Context: an optimization exercise on an open-source flow, tuned for small area. The choices shown serve that exercise and are no tape-out recipe.
Function was checked by simulation only, so behaviour that the tests miss may differ from the original.

==> v20: inputs <==
Design median_pressure_fan_regulator, start of the top module:
module median_pressure_fan_regulator
#(
  parameter int unsigned SAMPLES = 10
) (
  input  logic                  clk_i,
  input  logic                  rst_ni,
  input  logic                  cfg_we_i,
  input  logic [1:0]            cfg_idx_i,
  input  logic [15:0]           cfg_data_i,
  input  logic                  sample_valid_i,
  output logic                  sample_ready_o,
  input  logic signed [15:0]    sample_raw_pressure_i,
  input  logic                  sample_read_ok_i,
  input  logic [15:0]           sample_drive_frequency_i,
  output logic                  result_valid_o,
  input  logic                  result_ready_i,
  output logic signed [8:0]     result_median_pressure_o,
  output logic [15:0]           result_new_frequency_o,
  output logic                  result_command_issued_o,
  output logic                  result_at_target_o
);
export LEC_CHECK = 0
export ABC_AREA = 1
export CAP_MARGIN = 20
export CORE_MARGIN = 2
export CORE_UTILIZATION = 40
export CTS_CLUSTER_DIAMETER = 100
export CTS_CLUSTER_SIZE = 25
export SLEW_MARGIN = 20
create_clock -name core_clock -period 10.0 [get_ports {clk_i}]
standard.sh (not shown) runs the stock make flow with config.mk's settings and CLKGATE_MAP_FILE= SYNTH_SCRIPT=/design/flow/synth_recipe.tcl, a recipe that flattens the netlist after the stock synthesis.
==> flow/flow/run.sh <==
#!/bin/bash
# standard layout, with the smallest buffer on every input and output port and
# clock tree synthesis without dummy loads
set -o pipefail
export BUFFER_PORTS_ARGS="-buffer_cell sky130_fd_sc_hd__buf_1"
export CTS_ARGS="-sink_clustering_enable -repair_clock_nets -sink_clustering_size 16 -sink_clustering_max_diameter 70 -buf_list sky130_fd_sc_hd__clkbuf_8 -dont_use_dummy_load"
bash standard.sh > standard.log 2>&1
==> v27 (differences from v20) <==
==> flow/run.sh (new file) <==
#!/bin/bash
# synth_recipe.tcl (not shown) runs the flow's synth.tcl, then flattens the netlist and writes it again
# the make line also repeats each setting of config.mk as NAME=value (left out here)
make -C /OpenROAD-flow-scripts/flow DESIGN_CONFIG=/design/flow/config.mk WORK_HOME=/design/flow/orfs CLKGATE_MAP_FILE= SYNTH_SCRIPT=/design/flow/synth_recipe.tcl finish
Settings changed: CORE_UTILIZATION 40 to 65.
removed: flow/flow/run.sh
removed: flow/standard.sh
==> notes <==
Between v27 and v20, the lower core utilization is in v20 (gap 29 points).
Against v27, the global-route usage of v20 is lower by 11 points.
Against v27, the sequential share of layout area of v20 is higher by 0.90 points.
First-iteration DRC count: v20 is lower than v27 (33%).
Of v20 and v27, v20 has the higher register-to-register slack (gap 0.14 ns).
In synthesized cell count, v20 and v27 do not differ.
Sequential cell count is the same in v20 and v27.

==> trial 5 <==
median_pressure_fan_regulator again, from the RTL that the note above started with.
==> flow/config.mk <==
export PLATFORM = sky130hd
export DESIGN_NAME = median_pressure_fan_regulator
export DESIGN_NICKNAME = median_pressure_fan_regulator
export VERILOG_FILES = /design/flow/design.v
export SDC_FILE = /design/flow/constraint.sdc
export NUM_CORES = 4
export LEC_CHECK = 0
export ABC_AREA = 1
export CAP_MARGIN = 20
export CORE_MARGIN = 2
export CORE_UTILIZATION = 75
export SLEW_MARGIN = 20
==> flow/constraint.sdc <==
create_clock -name core_clock -period 10.0 [get_ports {clk_i}]
set_input_delay 2.0000 -clock core_clock [delete_from_list [all_inputs] [get_ports {clk_i}]]
set_output_delay 2.0000 -clock core_clock [all_outputs]
set_load 0.01 [all_outputs]
==> flow/flow/run.sh <==
#!/bin/bash
# standard layout, with the smallest buffer on every input and output port and
# clock tree synthesis without dummy loads
set -o pipefail
export BUFFER_PORTS_ARGS="-buffer_cell sky130_fd_sc_hd__buf_1"
export CTS_ARGS="-sink_clustering_enable -repair_clock_nets -sink_clustering_size 16 -sink_clustering_max_diameter 70 -buf_list sky130_fd_sc_hd__clkbuf_8 -dont_use_dummy_load"
bash standard.sh > standard.log 2>&1
==> inputs of trial 1, as changes to trial 5 <==
--- a/flow/design.v
+++ b/flow/design.v
@@ -37,33 +37,12 @@
   assign c[0] = 1'b1;
   for (genvar i = 0; i < W; i++) begin : g_bit
     assign c[i+1] = (a[i] & ~b[i]) | ((a[i] | ~b[i]) & c[i]);
   end
   assign ge = c[W];
 endmodule
-module mpfr_addf #(
-  parameter int unsigned W = 8
-) (
-  input  logic [W-1:0] a,
-  input  logic [W-1:0] b,
-  input  logic         ci,
-  output logic [W-1:0] s,
-  output logic         co
-);
-  logic [W-1:0] p, g;
-  logic [W:0]   c;
-  assign p    = a ^ b;
-  assign g    = a & b;
-  assign c[0] = ci;
-  for (genvar i = 0; i < W; i += 2) begin : g_pair
-    assign c[i+1] = g[i] | (p[i] & c[i]);
-    assign c[i+2] = g[i+1] | (p[i+1] & g[i]) | (p[i+1] & p[i] & c[i]);
-  end
-  assign s  = p ^ c[W-1:0];
-  assign co = c[W];
-endmodule
 import mpfr_pkg::*;
 module mpfr_front (
   input  logic                 clk_i,
   input  logic                 rst_ni,
   input  logic                 sample_valid_i,
   output logic                 sample_ready_o,
@@ -73,13 +52,14 @@
   input  logic                 full_i,
   output logic                 push_o,
   output logic [JOB_W-1:0]     job_o
 );
   logic                s1_valid_q;
   logic                s1_neg_q;
-  logic [7:0]          s1_quot_q;
+  logic [7:0]          s1_hi_q;
+  logic                s1_d1_q, s1_d2_q;
   logic [3:0]          cnt_q;
   logic [SAMPLE_W-1:0] t_q [5];
   logic [RAW_W-1:0]    raw_val;
   logic                neg;
   logic [11:0]         a;
   logic [4:0]          hs1;
@@ -103,21 +83,21 @@
   );
   assign hs1[4] = hs1_c;
   mpfr_add #(.W(5)) u_hs2 (.a (hs1), .b ({1'b0, a[3:0]}), .ci (1'b0), .s (hsum[4:0]), .co (hs2_c));
   assign hsum[5] = hs2_c;
   assign d1 = hsum[5] | hsum[4] | (hsum[3:0] == 4'hf);
   assign d2 = hsum[5] | (hsum[4:1] == 4'hf);
-  mpfr_add #(.W(4)) u_h2p (.a (a[11:8]), .b ('0), .ci (d2), .s (h2p), .co ());
-  mpfr_add #(.W(8)) u_quot (.a (a[11:4]), .b ({4'b0, h2p}), .ci (d1), .s (quot), .co ());
+  mpfr_add #(.W(4)) u_h2p (.a (s1_hi_q[7:4]), .b ('0), .ci (s1_d2_q), .s (h2p), .co ());
+  mpfr_add #(.W(8)) u_quot (.a (s1_hi_q), .b ({4'b0, h2p}), .ci (s1_d1_q), .s (quot), .co ());
   for (genvar k = 0; k < 7; k++) begin : g_th
-    mpfr_ge #(.W(8)) u_th (.a (s1_quot_q), .b (8'(20 * k + 1)), .ge (th[k]));
+    mpfr_ge #(.W(8)) u_th (.a (quot), .b (8'(20 * k + 1)), .ge (th[k]));
   end
   assign cdiv = {th[3], (th[1] & !th[3]) | th[5],
                  (th[0] & !th[1]) | (th[2] & !th[3]) | (th[4] & !th[5]) | th[6]};
   mpfr_add #(.W(SAMPLE_W)) u_x (
-    .a ({1'b0, s1_quot_q} ^ {9{s1_neg_q}}), .b (~{6'b0, cdiv} ^ {9{s1_neg_q}}), .ci (1'b1),
+    .a ({1'b0, quot} ^ {9{s1_neg_q}}), .b (~{6'b0, cdiv} ^ {9{s1_neg_q}}), .ci (1'b1),
     .s (key), .co ()
   );
   assign last           = (cnt_q == 4'd9);
   assign commit         = s1_valid_q && (!last || !full_i);
   assign in_ready       = !s1_valid_q || commit;
   assign sample_ready_o = in_ready;
@@ -151,13 +131,15 @@
       end
     end
   end
   always_ff @(posedge clk_i) begin
     if (take) begin
       s1_neg_q <= neg;
-      s1_quot_q <= quot;
+      s1_hi_q  <= a[11:4];
+      s1_d1_q  <= d1;
+      s1_d2_q  <= d2;
     end
     if (commit) begin
       for (int i = 2; i < 5; i++) t_q[i] <= tn[i];
     end
     if (park) begin
       {t_q[1][6:0], t_q[0]} <= sample_drive_frequency_i;
@@ -232,35 +214,34 @@
   logic [FREQ_W-1:0]          freq_q;
   logic                       out_valid_q;
   logic [SAMPLE_W-1:0]        out_med_q;
   logic [FREQ_W-1:0]          out_freq_q;
   logic                       out_issued_q;
   logic                       out_free, b1_adv, b1_load;
-  logic [9:0]                 diff;
-  logic                       above, below, far;
-  logic                       ge_big, use_big_dn, use_big, low_max, zero, le_max;
+  logic [9:0]                 diff, dsum;
+  logic                       above, below, far_up, far_dn, far;
+  logic                       ge_big, use_big_dn, use_big, low_max, zero, sum_ok, le_max;
   logic [BIG_W-1:0]           step;
   logic [17:0]                sum;
   logic [FREQ_W-1:0]          cmd;
   assign out_free = !out_valid_q || result_ready_i;
   assign b1_adv   = b1_valid_q && out_free;
   assign b1_load  = !b1_valid_q || b1_adv;
   assign pop_o    = job_valid_i && b1_load;
-  assign diff  = {2'b0, setpoint_i} - {med_q[8], med_q};
-  assign above = diff[9];
-  assign below = !diff[9] && (diff != 10'd0);
-  mpfr_add #(.W(10)) u_far (
-    .a (diff ^ {10{above}}), .b (~{2'b0, threshold_i}), .ci (above), .s (), .co (far)
-  );
+  assign diff   = {2'b0, setpoint_i} - {med_q[8], med_q};
+  assign above  = diff[9];
+  assign below  = !diff[9] && (diff != 10'd0);
+  assign dsum   = diff + {2'b0, threshold_i};
+  assign far_up = diff > {2'b0, threshold_i};
+  assign far_dn = dsum[9];
+  assign far    = above ? far_dn : far_up;
   mpfr_ge #(.W(BIG_W)) u_ge_big (.a ({1'b0, freq_q}), .b (big_i), .ge (ge_big));
   assign use_big_dn = far && ge_big;
   assign use_big    = above ? use_big_dn : far;
   assign step       = use_big ? big_i : BIG_W'(unit_i);
-  mpfr_addf #(.W(18)) u_sum (
-    .a ({2'b0, freq_q}), .b ({1'b0, step} ^ {18{above}}), .ci (above), .s (sum), .co ()
-  );
+  assign sum = {2'b0, freq_q} + ({1'b0, step} ^ {18{above}}) + 18'(above);
   assign low_max = (max_freq_i[15:7] == '0) && (max_freq_i[6:0] <= 7'd100);
   assign zero    = !(below || above) || (above && !use_big_dn && (sum[17] || low_max));
   mpfr_ge #(.W(18)) u_le (.a ({2'b0, max_freq_i}), .b (sum), .ge (le_max));
   assign cmd     = zero ? '0 : (le_max ? sum[15:0] : max_freq_i);
   always_ff @(posedge clk_i or negedge rst_ni) begin
     if (!rst_ni) begin
==> flow/run.sh (new file) <==
#!/bin/bash
# synth_recipe.tcl (not shown) runs the flow's synth.tcl, then flattens the netlist and writes it again
# the make line also repeats each setting of config.mk as NAME=value (left out here)
make -C /OpenROAD-flow-scripts/flow DESIGN_CONFIG=/design/flow/config.mk WORK_HOME=/design/flow/orfs CLKGATE_MAP_FILE= SYNTH_SCRIPT=/design/flow/synth_recipe.tcl finish
- CORE_UTILIZATION: 75 -> 40
- CTS_CLUSTER_DIAMETER: not set -> 100
- CTS_CLUSTER_SIZE: not set -> 25
removed: flow/flow/run.sh
removed: flow/standard.sh
==> inputs of build 8, as changes to trial 5 <==
--- a/flow/design.v
+++ b/flow/design.v
@@ -37,33 +37,12 @@
   assign c[0] = 1'b1;
   for (genvar i = 0; i < W; i++) begin : g_bit
     assign c[i+1] = (a[i] & ~b[i]) | ((a[i] | ~b[i]) & c[i]);
   end
   assign ge = c[W];
 endmodule
-module mpfr_addf #(
-  parameter int unsigned W = 8
-) (
-  input  logic [W-1:0] a,
-  input  logic [W-1:0] b,
-  input  logic         ci,
-  output logic [W-1:0] s,
-  output logic         co
-);
-  logic [W-1:0] p, g;
-  logic [W:0]   c;
-  assign p    = a ^ b;
-  assign g    = a & b;
-  assign c[0] = ci;
-  for (genvar i = 0; i < W; i += 2) begin : g_pair
-    assign c[i+1] = g[i] | (p[i] & c[i]);
-    assign c[i+2] = g[i+1] | (p[i+1] & g[i]) | (p[i+1] & p[i] & c[i]);
-  end
-  assign s  = p ^ c[W-1:0];
-  assign co = c[W];
-endmodule
 import mpfr_pkg::*;
 module mpfr_front (
   input  logic                 clk_i,
   input  logic                 rst_ni,
   input  logic                 sample_valid_i,
   output logic                 sample_ready_o,
@@ -73,13 +52,14 @@
   input  logic                 full_i,
   output logic                 push_o,
   output logic [JOB_W-1:0]     job_o
 );
   logic                s1_valid_q;
   logic                s1_neg_q;
-  logic [7:0]          s1_quot_q;
+  logic [7:0]          s1_hi_q;
+  logic                s1_d1_q, s1_d2_q;
   logic [3:0]          cnt_q;
   logic [SAMPLE_W-1:0] t_q [5];
   logic [RAW_W-1:0]    raw_val;
   logic                neg;
   logic [11:0]         a;
   logic [4:0]          hs1;
@@ -88,49 +68,49 @@
   logic                hs2_c;
   logic                d1, d2;
   logic [3:0]          h2p;
   logic [7:0]          quot;
   logic [6:0]          th;
   logic [2:0]          cdiv;
+  logic [7:0]          spos;
   logic [SAMPLE_W-1:0] key;
   logic                last, commit, in_ready, take, park;
   logic [4:0]          vld, gt;
   logic [SAMPLE_W-1:0] tn [5];
   assign raw_val = sample_read_ok_i ? sample_raw_pressure_i : '0;
   assign neg     = raw_val[RAW_W-1];
-  assign a       = raw_val[15:4] ^ {12{neg}};
-  mpfr_add #(.W(4)) u_hs1 (
-    .a (a[11:8]), .b (a[7:4]), .ci (neg && (raw_val[3:0] == 4'd0)), .s (hs1[3:0]), .co (hs1_c)
+  mpfr_add #(.W(12)) u_abs (
+    .a (raw_val[15:4] ^ {12{neg}}), .b ('0), .ci (neg && (raw_val[3:0] == 4'd0)),
+    .s (a), .co ()
   );
+  mpfr_add #(.W(4)) u_hs1 (.a (a[11:8]), .b (a[7:4]), .ci (1'b0), .s (hs1[3:0]), .co (hs1_c));
   assign hs1[4] = hs1_c;
   mpfr_add #(.W(5)) u_hs2 (.a (hs1), .b ({1'b0, a[3:0]}), .ci (1'b0), .s (hsum[4:0]), .co (hs2_c));
   assign hsum[5] = hs2_c;
   assign d1 = hsum[5] | hsum[4] | (hsum[3:0] == 4'hf);
   assign d2 = hsum[5] | (hsum[4:1] == 4'hf);
-  mpfr_add #(.W(4)) u_h2p (.a (a[11:8]), .b ('0), .ci (d2), .s (h2p), .co ());
-  mpfr_add #(.W(8)) u_quot (.a (a[11:4]), .b ({4'b0, h2p}), .ci (d1), .s (quot), .co ());
+  mpfr_add #(.W(4)) u_h2p (.a (s1_hi_q[7:4]), .b ('0), .ci (s1_d2_q), .s (h2p), .co ());
+  mpfr_add #(.W(8)) u_quot (.a (s1_hi_q), .b ({4'b0, h2p}), .ci (s1_d1_q), .s (quot), .co ());
   for (genvar k = 0; k < 7; k++) begin : g_th
-    mpfr_ge #(.W(8)) u_th (.a (s1_quot_q), .b (8'(20 * k + 1)), .ge (th[k]));
+    mpfr_ge #(.W(8)) u_th (.a (quot), .b (8'(20 * k + 1)), .ge (th[k]));
   end
   assign cdiv = {th[3], (th[1] & !th[3]) | th[5],
                  (th[0] & !th[1]) | (th[2] & !th[3]) | (th[4] & !th[5]) | th[6]};
-  mpfr_add #(.W(SAMPLE_W)) u_x (
-    .a ({1'b0, s1_quot_q} ^ {9{s1_neg_q}}), .b (~{6'b0, cdiv} ^ {9{s1_neg_q}}), .ci (1'b1),
-    .s (key), .co ()
-  );
+  mpfr_add #(.W(8)) u_spos (.a (quot), .b (~{5'b0, cdiv}), .ci (1'b1), .s (spos), .co ());
+  assign key = {!s1_neg_q, spos ^ {8{s1_neg_q}}};
   assign last           = (cnt_q == 4'd9);
   assign commit         = s1_valid_q && (!last || !full_i);
   assign in_ready       = !s1_valid_q || commit;
   assign sample_ready_o = in_ready;
   assign push_o         = s1_valid_q && last && !full_i;
   assign take           = sample_valid_i && in_ready;
   assign park           = take && (s1_valid_q ? (cnt_q == 4'd8) : (cnt_q == 4'd9));
   assign vld = {cnt_q > 4'd4, cnt_q > 4'd3, cnt_q > 4'd2, cnt_q > 4'd1, cnt_q != 4'd0};
   for (genvar i = 0; i < 5; i++) begin : g_cmp
     logic t_ge;
-    mpfr_ge #(.W(SAMPLE_W)) u_cmp (.a (t_q[i] ^ 9'h100), .b (key ^ 9'h100), .ge (t_ge));
+    mpfr_ge #(.W(SAMPLE_W)) u_cmp (.a (t_q[i]), .b (key), .ge (t_ge));
     assign gt[i] = !vld[i] || !t_ge;
   end
   always_comb begin
     for (int i = 0; i < 5; i++) begin
       if (!gt[i])                  tn[i] = t_q[i];
       else if (i == 0 || !gt[i-1]) tn[i] = key;
@@ -151,13 +131,15 @@
       end
     end
   end
   always_ff @(posedge clk_i) begin
     if (take) begin
       s1_neg_q <= neg;
-      s1_quot_q <= quot;
+      s1_hi_q  <= a[11:4];
+      s1_d1_q  <= d1;
+      s1_d2_q  <= d2;
     end
     if (commit) begin
       for (int i = 2; i < 5; i++) t_q[i] <= tn[i];
     end
     if (park) begin
       {t_q[1][6:0], t_q[0]} <= sample_drive_frequency_i;
@@ -232,35 +214,38 @@
   logic [FREQ_W-1:0]          freq_q;
   logic                       out_valid_q;
   logic [SAMPLE_W-1:0]        out_med_q;
   logic [FREQ_W-1:0]          out_freq_q;
   logic                       out_issued_q;
   logic                       out_free, b1_adv, b1_load;
-  logic [9:0]                 diff;
-  logic                       above, below, far;
-  logic                       ge_big, use_big_dn, use_big, low_max, zero, le_max;
+  logic [SAMPLE_W-1:0]        med_in;
+  logic [9:0]                 diff, dsum;
+  logic                       above, below, far_up, far_dn, far;
+  logic                       ge_big, use_big_dn, use_big, low_max, zero, sum_ok, le_max;
   logic [BIG_W-1:0]           step;
   logic [17:0]                sum;
   logic [FREQ_W-1:0]          cmd;
   assign out_free = !out_valid_q || result_ready_i;
   assign b1_adv   = b1_valid_q && out_free;
   assign b1_load  = !b1_valid_q || b1_adv;
   assign pop_o    = job_valid_i && b1_load;
-  assign diff  = {2'b0, setpoint_i} - {med_q[8], med_q};
-  assign above = diff[9];
-  assign below = !diff[9] && (diff != 10'd0);
-  mpfr_add #(.W(10)) u_far (
-    .a (diff ^ {10{above}}), .b (~{2'b0, threshold_i}), .ci (above), .s (), .co (far)
+  mpfr_add #(.W(SAMPLE_W)) u_med (
+    .a (job_i[SAMPLE_W-1:0] ^ 9'h100), .b ('0), .ci (!job_i[SAMPLE_W-1]), .s (med_in), .co ()
   );
+  assign diff   = {2'b0, setpoint_i} - {med_q[8], med_q};
+  assign above  = diff[9];
+  assign below  = !diff[9] && (diff != 10'd0);
+  assign dsum   = diff + {2'b0, threshold_i};
+  assign far_up = diff > {2'b0, threshold_i};
+  assign far_dn = dsum[9];
+  assign far    = above ? far_dn : far_up;
   mpfr_ge #(.W(BIG_W)) u_ge_big (.a ({1'b0, freq_q}), .b (big_i), .ge (ge_big));
   assign use_big_dn = far && ge_big;
   assign use_big    = above ? use_big_dn : far;
   assign step       = use_big ? big_i : BIG_W'(unit_i);
-  mpfr_addf #(.W(18)) u_sum (
-    .a ({2'b0, freq_q}), .b ({1'b0, step} ^ {18{above}}), .ci (above), .s (sum), .co ()
-  );
+  assign sum = {2'b0, freq_q} + ({1'b0, step} ^ {18{above}}) + 18'(above);
   assign low_max = (max_freq_i[15:7] == '0) && (max_freq_i[6:0] <= 7'd100);
   assign zero    = !(below || above) || (above && !use_big_dn && (sum[17] || low_max));
   mpfr_ge #(.W(18)) u_le (.a ({2'b0, max_freq_i}), .b (sum), .ge (le_max));
   assign cmd     = zero ? '0 : (le_max ? sum[15:0] : max_freq_i);
   always_ff @(posedge clk_i or negedge rst_ni) begin
     if (!rst_ni) begin
@@ -270,13 +255,13 @@
       if (b1_load)  b1_valid_q  <= job_valid_i;
       if (out_free) out_valid_q <= b1_valid_q;
     end
   end
   always_ff @(posedge clk_i) begin
     if (pop_o) begin
-      med_q  <= job_i[SAMPLE_W-1:0];
+      med_q  <= med_in;
       freq_q <= job_i[SAMPLE_W +: FREQ_W];
     end
     if (b1_adv) begin
       out_med_q    <= med_q;
       out_freq_q   <= cmd;
       out_issued_q <= below || above;
@@ -332,41 +317,32 @@
         2'd3: quick_q     <= cfg_data_i[QC_W-1:0];
         default: ;
       endcase
     end
   end
   logic [4:0]        rem [11];
-  logic [5:0]        w [10];
+  logic [5:0]        win [10];
   logic [UNIT_W-1:0] unit_d;
   assign rem[10] = {1'b0, max_freq_q[15:12]};
   for (genvar k = 9; k >= 0; k--) begin : g_div
-    logic lo, q;
-    assign w[k]      = {rem[k+1], max_freq_q[k+2]};
-    assign lo        = w[k][2] | w[k][1] | w[k][0];
-    assign q         = w[k][5] | (w[k][4] & w[k][3] & lo);
-    assign unit_d[k] = q;
-    assign rem[k]    = {w[k][4] ^ (q & w[k][3] & lo),
-                        w[k][3] ^ (q & lo),
-                        w[k][2] ^ (q & !(w[k][1] | w[k][0])),
-                        w[k][1] ^ (q & !w[k][0]),
-                        w[k][0] ^ q};
+    assign win[k]    = {rem[k+1], max_freq_q[k+2]};
+    assign unit_d[k] = (win[k] >= 6'd25);
+    assign rem[k]    = unit_d[k] ? 5'(win[k] - 6'd25) : win[k][4:0];
   end
   logic [BIG_W-1:0] big_d;
-  logic [UNIT_W:0]  acc [QC_W];
-  assign acc[0]   = {1'b0, unit_q & {UNIT_W{quick_q[0]}}};
-  assign big_d[0] = acc[0][0];
-  for (genvar i = 1; i < QC_W; i++) begin : g_mul
-    logic [UNIT_W-1:0] s;
-    logic              co;
-    mpfr_add #(.W(UNIT_W)) u_row (
-      .a (acc[i-1][UNIT_W:1]), .b (unit_q & {UNIT_W{quick_q[i]}}), .ci (1'b0), .s (s), .co (co)
-    );
-    assign acc[i]   = {co, s};
-    assign big_d[i] = s[0];
+  logic [BIG_W-1:0] ps [QC_W+1];
+  logic [BIG_W-1:0] pc [QC_W+1];
+  assign ps[0] = '0;
+  assign pc[0] = '0;
+  for (genvar i = 0; i < QC_W; i++) begin : g_mul
+    logic [BIG_W-1:0] pp;
+    assign pp        = quick_q[i] ? (BIG_W'(unit_q) << i) : '0;
+    assign ps[i+1]   = ps[i] ^ pc[i] ^ pp;
+    assign pc[i+1]   = ((ps[i] & pc[i]) | ((ps[i] ^ pc[i]) & pp)) << 1;
   end
-  assign big_d[BIG_W-1:QC_W] = acc[QC_W-1][UNIT_W:1];
+  mpfr_add #(.W(BIG_W)) u_big (.a (ps[QC_W]), .b (pc[QC_W]), .ci (1'b0), .s (big_d), .co ());
   always_ff @(posedge clk_i) begin
     unit_q <= unit_d;
     big_q  <= big_d;
   end
   mpfr_front u_front (
     .clk_i                    (clk_i),
==> flow/run.sh (new file) <==
#!/bin/bash
# synth_recipe.tcl (not shown) runs the flow's synth.tcl, then flattens the netlist and writes it again
# the make line also repeats each setting of config.mk as NAME=value (left out here)
make -C /OpenROAD-flow-scripts/flow DESIGN_CONFIG=/design/flow/config.mk WORK_HOME=/design/flow/orfs CLKGATE_MAP_FILE= SYNTH_SCRIPT=/design/flow/synth_recipe.tcl finish
- CORE_UTILIZATION: 75 -> 40
removed: flow/flow/run.sh
removed: flow/standard.sh
==> comparison <==
- Trial 1 went through all stages and came out clean. Trial 5 passed the timing, design-rule and antenna checks. Build 8 completed without violations.
- Against trial 1, the non-clock buffer count of build 8 is lower by 1.
- Hold slack: trial 5 is lower than trial 1 (0.019 ns).
- Between trial 5 and build 8, the lower clock-buffer cell count is in trial 5 (gap 14).
- Cell count: trial 5 < trial 1 < build 8.

==> static timing again, ports no longer ideal <==
No port has a modelled driver above. Below, the same layouts with a new extraction and two added sets of constraints. Step 1 (the two cells are an assumption about what drives the block):
set clk [get_ports {clk_i}]
set_driving_cell -lib_cell sky130_fd_sc_hd__clkbuf_16 $clk
set_driving_cell -lib_cell sky130_fd_sc_hd__buf_2 [delete_from_list [all_inputs] $clk]
Step 2 adds t to the input delays and takes it off the output delays; t is the mean of the earliest and latest rising clock arrival at the registers after step 1. Input paths then give back, and output paths get back, about the clock's delay inside the block. Slacks: ideal / step 1 / step 2; pairs: ideal / step 1.
run | t (ns) | slack for setup (ns) | pins driven straight from the clock port
v20 | 0.587 | 0.831 / 0.831 / 0.831 | 1
v27 | 0.516 | 0.687 / 0.687 / 0.687 | 1
trial 5 | 0.560 | 0.681 / 0.681 / 0.681 | 1
trial 1 | 0.538 | 0.781 / 0.781 / 0.781 | 1
build 8 | 0.587 | 1.477 / 1.477 / 1.477 | 1
After both steps setup and hold are still met in every run listed.
